Context: an optimization exercise on an open-source flow, tuned for small area, a short achievable clock period and few clock cycles per item. The choices shown serve that exercise and are no tape-out recipe.
Where RTL was checked, it was by simulation tests only, not by an equivalence proof against the original.
No activity file was given, so power comes from the tool's default toggle rates.

==> inputs of exp/raven <==
==> flow/design.v <==
package pdec_pkg;
  localparam int num_path = 8;
  localparam int num_k    = 164;
  localparam int num_dcrc = 3;
endpackage
`timescale 1ns/1ps
module pdec_ctl_out (
  input  logic       leaf_mode,
  input  logic [2:0] jump_type,
  input  logic       upd_valid,
  input  logic       busy,        
  input  logic       last,        
  input  logic [7:0] srvl_bmp,
  output logic [7:0] list_wen,
  output logic       upd_done
);
  logic one_step;    
  assign one_step = upd_valid & ~(leaf_mode & (jump_type[2] ^ jump_type[1]));
  assign list_wen = (busy | one_step) ? srvl_bmp : 8'd0;
  assign upd_done = busy ? last : one_step;
endmodule
`timescale 1ns/1ps
module pdec_cand_bits (
  input  logic [127:0] bit_val,
  input  logic [2:0]   m,
  output logic [31:0]  cand_bit
);
  always_comb begin
    for (int c = 0; c < 32; c++)
      cand_bit[c] = bit_val[4*c+3] ^ (^(bit_val[4*c +: 3] & m));
  end
endmodule
module pdec_mux4 (
  input  logic [3:0] d,
  input  logic [1:0] s,
  output logic       y
);
  assign y = d[s];
endmodule
module pdec_mux2 (
  input  logic [1:0] d,
  input  logic       s,
  output logic       y
);
  assign y = s ? d[1] : d[0];
endmodule
module pdec_bsel (
  input  logic [31:0] d,
  input  logic [4:0]  s,
  output logic        y
);
  logic [7:0] l1;
  logic [1:0] l2;
  for (genvar k = 0; k < 8; k++) begin : g_l1
    pdec_mux4 u (.d(d[4*k +: 4]), .s(s[1:0]), .y(l1[k]));
  end
  for (genvar k = 0; k < 2; k++) begin : g_l2
    pdec_mux4 u (.d(l1[4*k +: 4]), .s(s[3:2]), .y(l2[k]));
  end
  pdec_mux2 u_l3 (.d(l2), .s(s[4]), .y(y));
endmodule
module pdec_wout #(
  parameter int I = 0
) (
  input  logic       leaf_mode,
  input  logic [2:0] jump_type,
  input  logic       busy,        
  input  logic       wfirst,      
  input  logic       bit_q,       
  input  logic [4:0] pm,
  output logic [3:0] wdata
);
  logic is_rep, take_pm, use_parent;
  assign is_rep     = (jump_type == 3'd1);
  assign take_pm    = ~busy & (~leaf_mode | is_rep);
  assign use_parent = ~busy | wfirst;
  assign wdata[3]   = (busy & bit_q) | (take_pm & pm[0]);
  assign wdata[2:0] = ~use_parent ? 3'(I) : is_rep ? pm[3:1] : pm[4:2];
endmodule
module pdec_g_nand2 (
  input  logic a, b,
  output logic y
);
  assign y = ~(a & b);
endmodule
module pdec_g_nand3 (
  input  logic a, b, c,
  output logic y
);
  assign y = ~(a & b & c);
endmodule
module pdec_g_nor2 (
  input  logic a, b,
  output logic y
);
  assign y = ~(a | b);
endmodule
module pdec_g_inv (
  input  logic a,
  output logic y
);
  assign y = ~a;
endmodule
module pdec_rep (
  input  logic [2:0] jump_type,
  output logic       is_rep,
  output logic       rep_n
);
  assign is_rep = (jump_type == 3'd1);
  assign rep_n  = ~is_rep;
endmodule
module pdec_wsrc #(
  parameter int I = 0
) (
  input  logic       leaf_mode,
  input  logic [2:0] jump_type,
  input  logic       busy,
  input  logic       fork_en,
  input  logic       bit_q,
  input  logic [4:0] pm,
  output logic       dec_bit,
  output logic [7:0] src_sel
);
  logic       is_rep, rep_n, fork_n;
  logic [2:0] p, pn;
  pdec_rep u_rep (.jump_type(jump_type), .is_rep(is_rep), .rep_n(rep_n));
  assign dec_bit = (busy & bit_q) | (~busy & (~leaf_mode | is_rep) & pm[0]);
  for (genvar b = 0; b < 3; b++) begin : g_par
    logic x, z;
    pdec_g_nand2 u_x (.a(is_rep), .b(pm[b+1]), .y(x));
    pdec_g_nand2 u_z (.a(rep_n),  .b(pm[b+2]), .y(z));
    pdec_g_nand2 u_p (.a(x), .b(z), .y(p[b]));
    pdec_g_inv   u_n (.a(p[b]), .y(pn[b]));
  end
  pdec_g_inv u_fn (.a(fork_en), .y(fork_n));
  for (genvar e = 0; e < 8; e++) begin : g_sel
    logic eq_n;
    pdec_g_nand3 u_eq (.a(e[2] ? p[2] : pn[2]), .b(e[1] ? p[1] : pn[1]),
                       .c(e[0] ? p[0] : pn[0]), .y(eq_n));
    if (e == I) begin : g_own
      pdec_g_nand2 u_s (.a(fork_en), .b(eq_n), .y(src_sel[e]));
    end else begin : g_other
      pdec_g_nor2  u_s (.a(fork_n), .b(eq_n), .y(src_sel[e]));
    end
  end
endmodule
`timescale 1ns/1ps
module pdec_sel8x6 (
  input  logic [47:0] d,
  input  logic [7:0]  s,
  output logic [5:0]  y
);
  always_comb begin
    y = '0;
    for (int k = 0; k < 8; k++) y = y | (d[6*k +: 6] & {6{s[k]}});
  end
endmodule
module pdec_aoi222 (
  input  logic [2:0] d,
  input  logic [2:0] s,
  output logic       yn
);
  assign yn = ~|(d & s);
endmodule
module pdec_info_mux (
  input  logic [491:0] d,
  input  logic [7:0]   c,
  output logic [2:0]   y
);
  localparam int NG = 55;    
  logic [3*NG-1:0] oh;       
  always_comb begin
    for (int e = 0; e < 3*NG; e++) oh[e] = (e < 164) && (c == 8'(e + 255));
  end
  for (genvar j = 0; j < 3; j++) begin : g_bit
    logic [NG-1:0] yn;
    for (genvar g = 0; g < NG; g++) begin : g_grp
      if (3*g + 2 < 164) begin : g_full
        pdec_aoi222 u (.d({d[3*(3*g+2)+j], d[3*(3*g+1)+j], d[3*(3*g)+j]}),
                       .s(oh[3*g +: 3]), .yn(yn[g]));
      end else begin : g_part
        assign yn[g] = ~((d[3*(3*g+1)+j] & oh[3*g+1]) | (d[3*(3*g)+j] & oh[3*g]));
      end
    end
    assign y[j] = ~&yn;
  end
endmodule
`timescale 1ns/1ps
module pdec_updt_top (
  input  logic         clk,
  input  logic         rst_n,
  input  logic         cfg_leaf_mode,
  input  logic [2:0]   cfg_jump_type,
  input  logic [1:0]   cfg_dcrc_num,
  input  logic         cfg_dcrc_mode,
  input  logic [2:0]   cfg_dcrc_ini,
  input  logic [23:0]  cfg_dcrc_idx,
  input  logic         dec_start,
  input  logic         upd_valid,
  input  logic [7:0]   srvl_bmp,
  input  logic [39:0]  pm_idx,
  input  logic [127:0] bit_val,
  input  logic [491:0] dcrc_info,
  output logic         upd_ready,
  output logic         upd_done,
  output logic [7:0]   list_wen,
  output logic [7:0]   list_waddr,
  output logic [31:0]  list_wdata,
  output logic [15:0]  path_stat,
  output logic         early_term
);
  localparam int NP = pdec_pkg::num_path;
  localparam logic [1:0] ST_CK  = 2'd0;
  localparam logic [1:0] ST_VAL = 2'd1;
  localparam logic [1:0] ST_INV = 2'd3;
  logic          busy_q;         
  logic [1:0]    wstep_q;        
  logic [7:0]    cnt_q;          
  logic [NP-1:0] bit_q;          
  logic [2:0]    mask_q;         
  logic [2:0]    info_q;         
  logic [2:0]    chk_q;          
  logic          mode_q;         
  logic [2:0]    par_q  [NP];
  logic [1:0]    stat_q [NP];
  logic       accept, multi, fork_en, step_en;
  logic       last_q;            
  logic [1:0] last_idx;
  assign accept  = upd_valid & ~busy_q;
  assign multi   = cfg_leaf_mode & (cfg_jump_type[2] ^ cfg_jump_type[1]);   
  assign fork_en = accept;
  assign step_en = busy_q | (upd_valid & ~multi);
  always_comb begin
    case (cfg_jump_type)
      3'd2, 3'd3: last_idx = 2'd1;
      3'd4:       last_idx = 2'd2;
      default:    last_idx = 2'd3;
    endcase
  end
  always_ff @(posedge clk or negedge rst_n) begin
    if (!rst_n)                 busy_q <= 1'b0;
    else if (accept && multi)   busy_q <= 1'b1;
    else if (busy_q && last_q)  busy_q <= 1'b0;
  end
  always_ff @(posedge clk or negedge rst_n) begin
    if (!rst_n)      wstep_q <= 2'd0;
    else if (busy_q) wstep_q <= wstep_q + 2'd1;
    else             wstep_q <= 2'd0;
  end
  always_ff @(posedge clk or negedge rst_n) begin
    if (!rst_n) last_q <= 1'b0;
    else        last_q <= busy_q & ~last_q & (wstep_q + 2'd1 == last_idx);
  end
  always_ff @(posedge clk) begin
    if (dec_start) mode_q <= cfg_dcrc_mode;
  end
  always_ff @(posedge clk) begin
    if (dec_start)      cnt_q <= 8'd0;
    else if (step_en)   cnt_q <= cnt_q + 8'd1;
  end
  assign upd_ready = ~busy_q;
  pdec_ctl_out u_ctl_out (
    .leaf_mode (cfg_leaf_mode),
    .jump_type (cfg_jump_type),
    .upd_valid (upd_valid),
    .busy      (busy_q),
    .last      (last_q),
    .srvl_bmp  (srvl_bmp),
    .list_wen  (list_wen),
    .upd_done  (upd_done)
  );
  logic [2:0]    mask0, mask, mask_nxt;
  logic [1:0]    nstep;           
  logic [31:0]   cand_bit;
  logic [NP-1:0] cand_sel;
  always_comb begin
    case (cfg_jump_type)
      3'd3:    mask0 = 3'b100;
      3'd5:    mask0 = 3'b111;
      default: mask0 = 3'b010;
    endcase
  end
  assign nstep = busy_q ? wstep_q + 2'd2 : 2'd1;
  always_comb begin
    mask_nxt = 3'b000;
    case (cfg_jump_type)
      3'd4: if (nstep == 2'd1) mask_nxt = 3'b100;
      3'd5: if (nstep == 2'd1) mask_nxt = 3'b010;
            else if (nstep == 2'd2) mask_nxt = 3'b100;
      default: mask_nxt = 3'b000;
    endcase
  end
  always_ff @(posedge clk) mask_q <= mask_nxt;
  assign mask = busy_q ? mask_q : mask0;
  pdec_cand_bits u_cand (.bit_val(bit_val), .m(mask), .cand_bit(cand_bit));
  for (genvar i = 0; i < NP; i++) begin : g_bsel
    pdec_bsel u_bsel (.d(cand_bit), .s(pm_idx[5*i +: 5]), .y(cand_sel[i]));
  end
  always_ff @(posedge clk) bit_q <= cand_sel;
  logic [NP-1:0] dec_bit;
  logic [7:0]    src_sel [NP];
  for (genvar i = 0; i < NP; i++) begin : g_wpath
    pdec_wout #(.I(i)) u_wout (
      .leaf_mode (cfg_leaf_mode),
      .jump_type (cfg_jump_type),
      .busy      (busy_q),
      .wfirst    (wstep_q == 2'd0),
      .bit_q     (bit_q[i]),
      .pm        (pm_idx[5*i +: 5]),
      .wdata     (list_wdata[4*i +: 4])
    );
    pdec_wsrc #(.I(i)) u_wsrc (
      .leaf_mode (cfg_leaf_mode),
      .jump_type (cfg_jump_type),
      .busy      (busy_q),
      .fork_en   (fork_en),
      .bit_q     (bit_q[i]),
      .pm        (pm_idx[5*i +: 5]),
      .dec_bit   (dec_bit[i]),
      .src_sel   (src_sel[i])
    );
  end
  assign list_waddr = cnt_q;
  logic [2:0] num_mask, info_p1, chk_nxt;
  logic [7:0] pos_nxt;
  assign pos_nxt = cnt_q + 8'd1;
  always_comb begin
    for (int j = 0; j < 3; j++) begin
      num_mask[j] = (j < cfg_dcrc_num);
      chk_nxt[j]  = num_mask[j] & ((dec_start ? 8'd0 : pos_nxt) == cfg_dcrc_idx[8*j +: 8]);
    end
  end
  pdec_info_mux u_info (.d(dcrc_info), .c(cnt_q), .y(info_p1));
  always_ff @(posedge clk) begin
    if (dec_start || step_en) begin
      info_q <= (dec_start ? dcrc_info[2:0] : info_p1) & num_mask;
      chk_q  <= chk_nxt;
    end
  end
  logic [47:0] entry;
  logic [5:0]  src [NP];
  always_comb begin
    for (int k = 0; k < NP; k++)
      entry[6*k +: 6] = {stat_q[k][0],
                         |(chk_q & (par_q[k] ^ info_q)),
                         |(chk_q & par_q[k]),
                         par_q[k]};
  end
  for (genvar i = 0; i < NP; i++) begin : g_path
    logic       fail;
    logic [1:0] stat_src;
    pdec_sel8x6 u_src (.d(entry), .s(src_sel[i]), .y(src[i]));
    assign fail     = step_en & (dec_bit[i] ? src[i][4] : src[i][3]);
    assign stat_src = {~fork_en & stat_q[i][1], src[i][5]};
    always_ff @(posedge clk) begin
      if (dec_start) begin
        par_q[i] <= cfg_dcrc_ini;
      end else if ((fork_en || step_en) && srvl_bmp[i]) begin
        par_q[i] <= src[i][2:0] ^ (info_q & {3{dec_bit[i]}});
      end
    end
    always_ff @(posedge clk) begin
      if (dec_start) begin
        stat_q[i] <= (i == 0) ? ST_VAL : ST_INV;
      end else if (fork_en || step_en) begin
        if (!srvl_bmp[i])   stat_q[i] <= ST_INV;
        else if (fail)      stat_q[i] <= mode_q ? ST_CK : ST_INV;
        else                stat_q[i] <= stat_src;
      end
    end
    assign path_stat[2*i +: 2] = stat_q[i];
  end
  logic all_inv, any_val;
  always_comb begin
    all_inv = 1'b1;
    any_val = 1'b0;
    for (int p = 0; p < NP; p++) begin
      all_inv = all_inv & (stat_q[p] == ST_INV);
      any_val = any_val | (stat_q[p] == ST_VAL);
    end
  end
  assign early_term = mode_q ? ~any_val : all_inv;
endmodule
==> flow/flow/run.sh <==
#!/bin/bash
# Standard ORFS layout; the port buffers are the small sky130 buf_1
# instead of the delay buffer buffer_ports picks by default.
set -euo pipefail
bash standard.sh BUFFER_PORTS_ARGS="-buffer_cell sky130_fd_sc_hd__buf_1" finish > standard_flow.log 2>&1
==> flow/standard.sh <==
#!/bin/bash
# synth_recipe.tcl (not shown) runs the flow's synth.tcl, then flattens the netlist and writes it again
# the make line also repeats each setting of config.mk as NAME=value (left out here)
make -C /OpenROAD-flow-scripts/flow DESIGN_CONFIG=/design/flow/config.mk WORK_HOME=/design/flow/orfs CLKGATE_MAP_FILE= SYNTH_SCRIPT=/design/flow/synth_recipe.tcl "${@:-finish}"
==> flow/config.mk <==
export PLATFORM = sky130hd
export DESIGN_NAME = pdec_updt_top
export DESIGN_NICKNAME = pdec_updt_top
export VERILOG_FILES = /design/flow/design.v
export SDC_FILE = /design/flow/constraint.sdc
export NUM_CORES = 4
export LEC_CHECK = 0
export CAP_MARGIN = 20
export CORE_AREA = 5 5 275 275
export DIE_AREA = 0 0 280 280
export SETUP_SLACK_MARGIN = 1.85
export SLEW_MARGIN = 20
export SYNTH_HIERARCHICAL = 1
==> flow/constraint.sdc <==
create_clock -name core_clock -period 5.0 [get_ports {clk}]
set_input_delay 1.0000 -clock core_clock [delete_from_list [all_inputs] [get_ports {clk}]]
set_output_delay 1.0000 -clock core_clock [all_outputs]
set_load 0.01 [all_outputs]
==> exp/juniper: changes against exp/raven <==
==> flow/design.v, changed modules only <==
module pdec_bsel (
  input  logic [31:0] d,
  input  logic [4:0]  s,
  output logic        y
);
  logic [3:0] lo;
  logic [7:0] hi;
  logic [7:0] grp;
  always_comb begin
    for (int k = 0; k < 4; k++) lo[k] = (s[1:0] == 2'(k));
    for (int k = 0; k < 8; k++) hi[k] = (s[4:2] == 3'(k));
    for (int g = 0; g < 8; g++) grp[g] = |(d[4*g +: 4] & lo);
    y = |(grp & hi);
  end
endmodule
module pdec_wsrc #(
  parameter int I = 0
) (
  input  logic       leaf_mode,
  input  logic [2:0] jump_type,
  input  logic       busy,
  input  logic       fork_en,
  input  logic       bit_q,
  input  logic [4:0] pm,
  output logic       dec_bit,
  output logic [7:0] src_sel
);
  logic       is_rep, take_pm;
  logic [2:0] parent;
  assign is_rep  = (jump_type == 3'd1);
  assign take_pm = ~busy & (~leaf_mode | is_rep);
  assign parent  = is_rep ? pm[3:1] : pm[4:2];
  assign dec_bit = (busy & bit_q) | (take_pm & pm[0]);
  always_comb begin
    for (int e = 0; e < 8; e++)
      src_sel[e] = fork_en ? (parent == 3'(e)) : (e == I);
  end
endmodule
// module pdec_mux4 removed
// module pdec_mux2 removed
// module pdec_g_nand2 removed
// module pdec_g_nand3 removed
// module pdec_g_nor2 removed
// module pdec_g_inv removed
// module pdec_rep removed
--- a/flow/config.mk
+++ b/flow/config.mk
@@ -8,6 +8,6 @@
 export CAP_MARGIN = 20
 export CORE_AREA = 5 5 275 275
 export DIE_AREA = 0 0 280 280
-export SETUP_SLACK_MARGIN = 1.85
+export SETUP_SLACK_MARGIN = 1.45
 export SLEW_MARGIN = 20
 export SYNTH_HIERARCHICAL = 1
==> exp/lagoon: changes against exp/raven <==
--- a/flow/design.v
+++ b/flow/design.v
@@ -4,22 +4,6 @@
   localparam int num_dcrc = 3;
 endpackage
 `timescale 1ns/1ps
-module pdec_ctl_out (
-  input  logic       leaf_mode,
-  input  logic [2:0] jump_type,
-  input  logic       upd_valid,
-  input  logic       busy,        
-  input  logic       last,        
-  input  logic [7:0] srvl_bmp,
-  output logic [7:0] list_wen,
-  output logic       upd_done
-);
-  logic one_step;    
-  assign one_step = upd_valid & ~(leaf_mode & (jump_type[2] ^ jump_type[1]));
-  assign list_wen = (busy | one_step) ? srvl_bmp : 8'd0;
-  assign upd_done = busy ? last : one_step;
-endmodule
-`timescale 1ns/1ps
 module pdec_cand_bits (
   input  logic [127:0] bit_val,
   input  logic [2:0]   m,
@@ -30,118 +14,46 @@
       cand_bit[c] = bit_val[4*c+3] ^ (^(bit_val[4*c +: 3] & m));
   end
 endmodule
-module pdec_mux4 (
-  input  logic [3:0] d,
-  input  logic [1:0] s,
-  output logic       y
-);
-  assign y = d[s];
-endmodule
-module pdec_mux2 (
-  input  logic [1:0] d,
-  input  logic       s,
-  output logic       y
-);
-  assign y = s ? d[1] : d[0];
-endmodule
 module pdec_bsel (
   input  logic [31:0] d,
   input  logic [4:0]  s,
   output logic        y
 );
-  logic [7:0] l1;
-  logic [1:0] l2;
-  for (genvar k = 0; k < 8; k++) begin : g_l1
-    pdec_mux4 u (.d(d[4*k +: 4]), .s(s[1:0]), .y(l1[k]));
-  end
-  for (genvar k = 0; k < 2; k++) begin : g_l2
-    pdec_mux4 u (.d(l1[4*k +: 4]), .s(s[3:2]), .y(l2[k]));
+  logic [3:0] lo;
+  logic [7:0] hi;
+  logic [7:0] grp;
+  always_comb begin
+    for (int k = 0; k < 4; k++) lo[k] = (s[1:0] == 2'(k));
+    for (int k = 0; k < 8; k++) hi[k] = (s[4:2] == 3'(k));
+    for (int g = 0; g < 8; g++) grp[g] = |(d[4*g +: 4] & lo);
+    y = |(grp & hi);
   end
-  pdec_mux2 u_l3 (.d(l2), .s(s[4]), .y(y));
 endmodule
-module pdec_wout #(
+module pdec_wpath #(
   parameter int I = 0
 ) (
   input  logic       leaf_mode,
   input  logic [2:0] jump_type,
   input  logic       busy,        
   input  logic       wfirst,      
+  input  logic       fork_en,     
   input  logic       bit_q,       
   input  logic [4:0] pm,
-  output logic [3:0] wdata
+  output logic [3:0] wdata,
+  output logic       dec_bit,
+  output logic [7:0] src_sel      
 );
-  logic is_rep, take_pm, use_parent;
+  logic       is_rep, take_pm, use_parent;
+  logic [2:0] parent;
   assign is_rep     = (jump_type == 3'd1);
   assign take_pm    = ~busy & (~leaf_mode | is_rep);
   assign use_parent = ~busy | wfirst;
-  assign wdata[3]   = (busy & bit_q) | (take_pm & pm[0]);
-  assign wdata[2:0] = ~use_parent ? 3'(I) : is_rep ? pm[3:1] : pm[4:2];
-endmodule
-module pdec_g_nand2 (
-  input  logic a, b,
-  output logic y
-);
-  assign y = ~(a & b);
-endmodule
-module pdec_g_nand3 (
-  input  logic a, b, c,
-  output logic y
-);
-  assign y = ~(a & b & c);
-endmodule
-module pdec_g_nor2 (
-  input  logic a, b,
-  output logic y
-);
-  assign y = ~(a | b);
-endmodule
-module pdec_g_inv (
-  input  logic a,
-  output logic y
-);
-  assign y = ~a;
-endmodule
-module pdec_rep (
-  input  logic [2:0] jump_type,
-  output logic       is_rep,
-  output logic       rep_n
-);
-  assign is_rep = (jump_type == 3'd1);
-  assign rep_n  = ~is_rep;
-endmodule
-module pdec_wsrc #(
-  parameter int I = 0
-) (
-  input  logic       leaf_mode,
-  input  logic [2:0] jump_type,
-  input  logic       busy,
-  input  logic       fork_en,
-  input  logic       bit_q,
-  input  logic [4:0] pm,
-  output logic       dec_bit,
-  output logic [7:0] src_sel
-);
-  logic       is_rep, rep_n, fork_n;
-  logic [2:0] p, pn;
-  pdec_rep u_rep (.jump_type(jump_type), .is_rep(is_rep), .rep_n(rep_n));
-  assign dec_bit = (busy & bit_q) | (~busy & (~leaf_mode | is_rep) & pm[0]);
-  for (genvar b = 0; b < 3; b++) begin : g_par
-    logic x, z;
-    pdec_g_nand2 u_x (.a(is_rep), .b(pm[b+1]), .y(x));
-    pdec_g_nand2 u_z (.a(rep_n),  .b(pm[b+2]), .y(z));
-    pdec_g_nand2 u_p (.a(x), .b(z), .y(p[b]));
-    pdec_g_inv   u_n (.a(p[b]), .y(pn[b]));
-  end
-  pdec_g_inv u_fn (.a(fork_en), .y(fork_n));
-  for (genvar e = 0; e < 8; e++) begin : g_sel
-    logic eq_n;
-    pdec_g_nand3 u_eq (.a(e[2] ? p[2] : pn[2]), .b(e[1] ? p[1] : pn[1]),
-                       .c(e[0] ? p[0] : pn[0]), .y(eq_n));
-    if (e == I) begin : g_own
-      pdec_g_nand2 u_s (.a(fork_en), .b(eq_n), .y(src_sel[e]));
-    end else begin : g_other
-      pdec_g_nor2  u_s (.a(fork_n), .b(eq_n), .y(src_sel[e]));
-    end
+  assign parent     = is_rep ? pm[3:1] : pm[4:2];
+  assign dec_bit    = (busy & bit_q) | (take_pm & pm[0]);
+  assign wdata      = {dec_bit, use_parent ? parent : 3'(I)};
+  always_comb begin
+    for (int e = 0; e < 8; e++)
+      src_sel[e] = fork_en ? (parent == 3'(e)) : (e == I);
   end
 endmodule
 `timescale 1ns/1ps
@@ -220,11 +132,9 @@
   logic [2:0]    mask_q;         
   logic [2:0]    info_q;         
   logic [2:0]    chk_q;          
-  logic          mode_q;         
   logic [2:0]    par_q  [NP];
   logic [1:0]    stat_q [NP];
-  logic       accept, multi, fork_en, step_en;
-  logic       last_q;            
+  logic       accept, multi, fork_en, step_en, last;
   logic [1:0] last_idx;
   assign accept  = upd_valid & ~busy_q;
   assign multi   = cfg_leaf_mode & (cfg_jump_type[2] ^ cfg_jump_type[1]);   
@@ -237,38 +147,23 @@
       default:    last_idx = 2'd3;
     endcase
   end
+  assign last = (wstep_q == last_idx);
   always_ff @(posedge clk or negedge rst_n) begin
     if (!rst_n)                 busy_q <= 1'b0;
     else if (accept && multi)   busy_q <= 1'b1;
-    else if (busy_q && last_q)  busy_q <= 1'b0;
+    else if (busy_q && last)    busy_q <= 1'b0;
   end
   always_ff @(posedge clk or negedge rst_n) begin
     if (!rst_n)      wstep_q <= 2'd0;
     else if (busy_q) wstep_q <= wstep_q + 2'd1;
     else             wstep_q <= 2'd0;
   end
-  always_ff @(posedge clk or negedge rst_n) begin
-    if (!rst_n) last_q <= 1'b0;
-    else        last_q <= busy_q & ~last_q & (wstep_q + 2'd1 == last_idx);
-  end
-  always_ff @(posedge clk) begin
-    if (dec_start) mode_q <= cfg_dcrc_mode;
-  end
   always_ff @(posedge clk) begin
     if (dec_start)      cnt_q <= 8'd0;
     else if (step_en)   cnt_q <= cnt_q + 8'd1;
   end
   assign upd_ready = ~busy_q;
-  pdec_ctl_out u_ctl_out (
-    .leaf_mode (cfg_leaf_mode),
-    .jump_type (cfg_jump_type),
-    .upd_valid (upd_valid),
-    .busy      (busy_q),
-    .last      (last_q),
-    .srvl_bmp  (srvl_bmp),
-    .list_wen  (list_wen),
-    .upd_done  (upd_done)
-  );
+  assign upd_done  = busy_q ? last : (upd_valid & ~multi);
   logic [2:0]    mask0, mask, mask_nxt;
   logic [1:0]    nstep;           
   logic [31:0]   cand_bit;
@@ -300,26 +195,20 @@
   logic [NP-1:0] dec_bit;
   logic [7:0]    src_sel [NP];
   for (genvar i = 0; i < NP; i++) begin : g_wpath
-    pdec_wout #(.I(i)) u_wout (
+    pdec_wpath #(.I(i)) u_wpath (
       .leaf_mode (cfg_leaf_mode),
       .jump_type (cfg_jump_type),
       .busy      (busy_q),
       .wfirst    (wstep_q == 2'd0),
-      .bit_q     (bit_q[i]),
-      .pm        (pm_idx[5*i +: 5]),
-      .wdata     (list_wdata[4*i +: 4])
-    );
-    pdec_wsrc #(.I(i)) u_wsrc (
-      .leaf_mode (cfg_leaf_mode),
-      .jump_type (cfg_jump_type),
-      .busy      (busy_q),
       .fork_en   (fork_en),
       .bit_q     (bit_q[i]),
       .pm        (pm_idx[5*i +: 5]),
+      .wdata     (list_wdata[4*i +: 4]),
       .dec_bit   (dec_bit[i]),
       .src_sel   (src_sel[i])
     );
   end
+  assign list_wen   = step_en ? srvl_bmp : 8'd0;
   assign list_waddr = cnt_q;
   logic [2:0] num_mask, info_p1, chk_nxt;
   logic [7:0] pos_nxt;
@@ -359,12 +248,14 @@
         par_q[i] <= src[i][2:0] ^ (info_q & {3{dec_bit[i]}});
       end
     end
-    always_ff @(posedge clk) begin
-      if (dec_start) begin
+    always_ff @(posedge clk or negedge rst_n) begin
+      if (!rst_n) begin
+        stat_q[i] <= ST_INV;
+      end else if (dec_start) begin
         stat_q[i] <= (i == 0) ? ST_VAL : ST_INV;
       end else if (fork_en || step_en) begin
         if (!srvl_bmp[i])   stat_q[i] <= ST_INV;
-        else if (fail)      stat_q[i] <= mode_q ? ST_CK : ST_INV;
+        else if (fail)      stat_q[i] <= cfg_dcrc_mode ? ST_CK : ST_INV;
         else                stat_q[i] <= stat_src;
       end
     end
@@ -379,5 +270,5 @@
       any_val = any_val | (stat_q[p] == ST_VAL);
     end
   end
-  assign early_term = mode_q ? ~any_val : all_inv;
+  assign early_term = cfg_dcrc_mode ? ~any_val : all_inv;
 endmodule
--- a/flow/config.mk
+++ b/flow/config.mk
@@ -6,8 +6,9 @@
 export NUM_CORES = 4
 export LEC_CHECK = 0
 export CAP_MARGIN = 20
-export CORE_AREA = 5 5 275 275
-export DIE_AREA = 0 0 280 280
-export SETUP_SLACK_MARGIN = 1.85
+export CORE_AREA = 5 5 265 265
+export DIE_AREA = 0 0 270 270
+export PLACE_DENSITY = 0.8
+export SETUP_SLACK_MARGIN = 1.7
 export SLEW_MARGIN = 20
 export SYNTH_HIERARCHICAL = 1
==> comparison table <==
metric                                                                     exp/raven     exp/juniper      exp/lagoon
Status                                                                finished clean  finished clean  finished clean
Least setup slack across all paths after layout                              1.31 ns         1.52 ns         1.49 ns
Count of placed standard cells in the final layout, fillers left out            3770            3886            3826
Length of the first detailed-routing pass in iterations                           13              11              12
Post-Syn Area per Cell                                                      7.62 µm²        7.33 µm²        7.35 µm²
Post-route core utilization                                                    31.4%           28.2%           31.7%
Fraction of power consumed by combinational cells                              74.2%           69.8%           72.8%
Number of nets in the final layout                                              3503            3620            3644
# rows                                                                            99              99              95
Height of the chip                                                            280 µm          280 µm          270 µm
Sequential area share after synthesis                                          11.9%           11.0%           11.5%
1st-iter DRT viols                                                              4098            4027            5390
Adder-cell area share of the yosys netlist                                    0.347%          0.321%          0.411%
Testbench counts of exp/juniper, summed over its fixed seeds: cycles 6,540, updates 3,072.
Function not checked in exp/raven and exp/lagoon: the RTL went through the layout flow alone.

## what the ideal ports hide
No port has a modelled driver above. Below, the same layouts with a new extraction and two added sets of constraints. Step 1: set_driving_cell puts a clkbuf_16 on clk and a buf_2 on each other input, an assumption about the parent block. Step 2, shift: input delay + t, output delay - t, t = (earliest + latest rising clock arrival at the registers) / 2. This alone moves slack from input paths to output paths. Three values: ideal ports, drivers, drivers and shift; two values: the first two.
run | shift t [ns] | setup slack, ns | hold slack, ns | worst setup path at the end | latest minus earliest clock arrival (ns)
exp/raven | 0.420 | 1.308 / 1.308 / 0.998 | 0.463 / 0.499 / 0.515 | input to register | 0.027 / 0.026
exp/juniper | 0.438 | 1.519 / 1.523 / 1.098 | 0.455 / 0.442 / 0.502 | input to register | 0.017 / 0.017
exp/lagoon | 0.430 | 1.487 / 1.429 / 1.147 | 0.502 / 0.502 / 0.502 | input to register | 0.012 / 0.012
After both steps every run listed still meets setup and hold. For exp/juniper, which loses most, drivers alone change the setup slack by +0.004 ns; drivers and shift together by -0.421 ns.
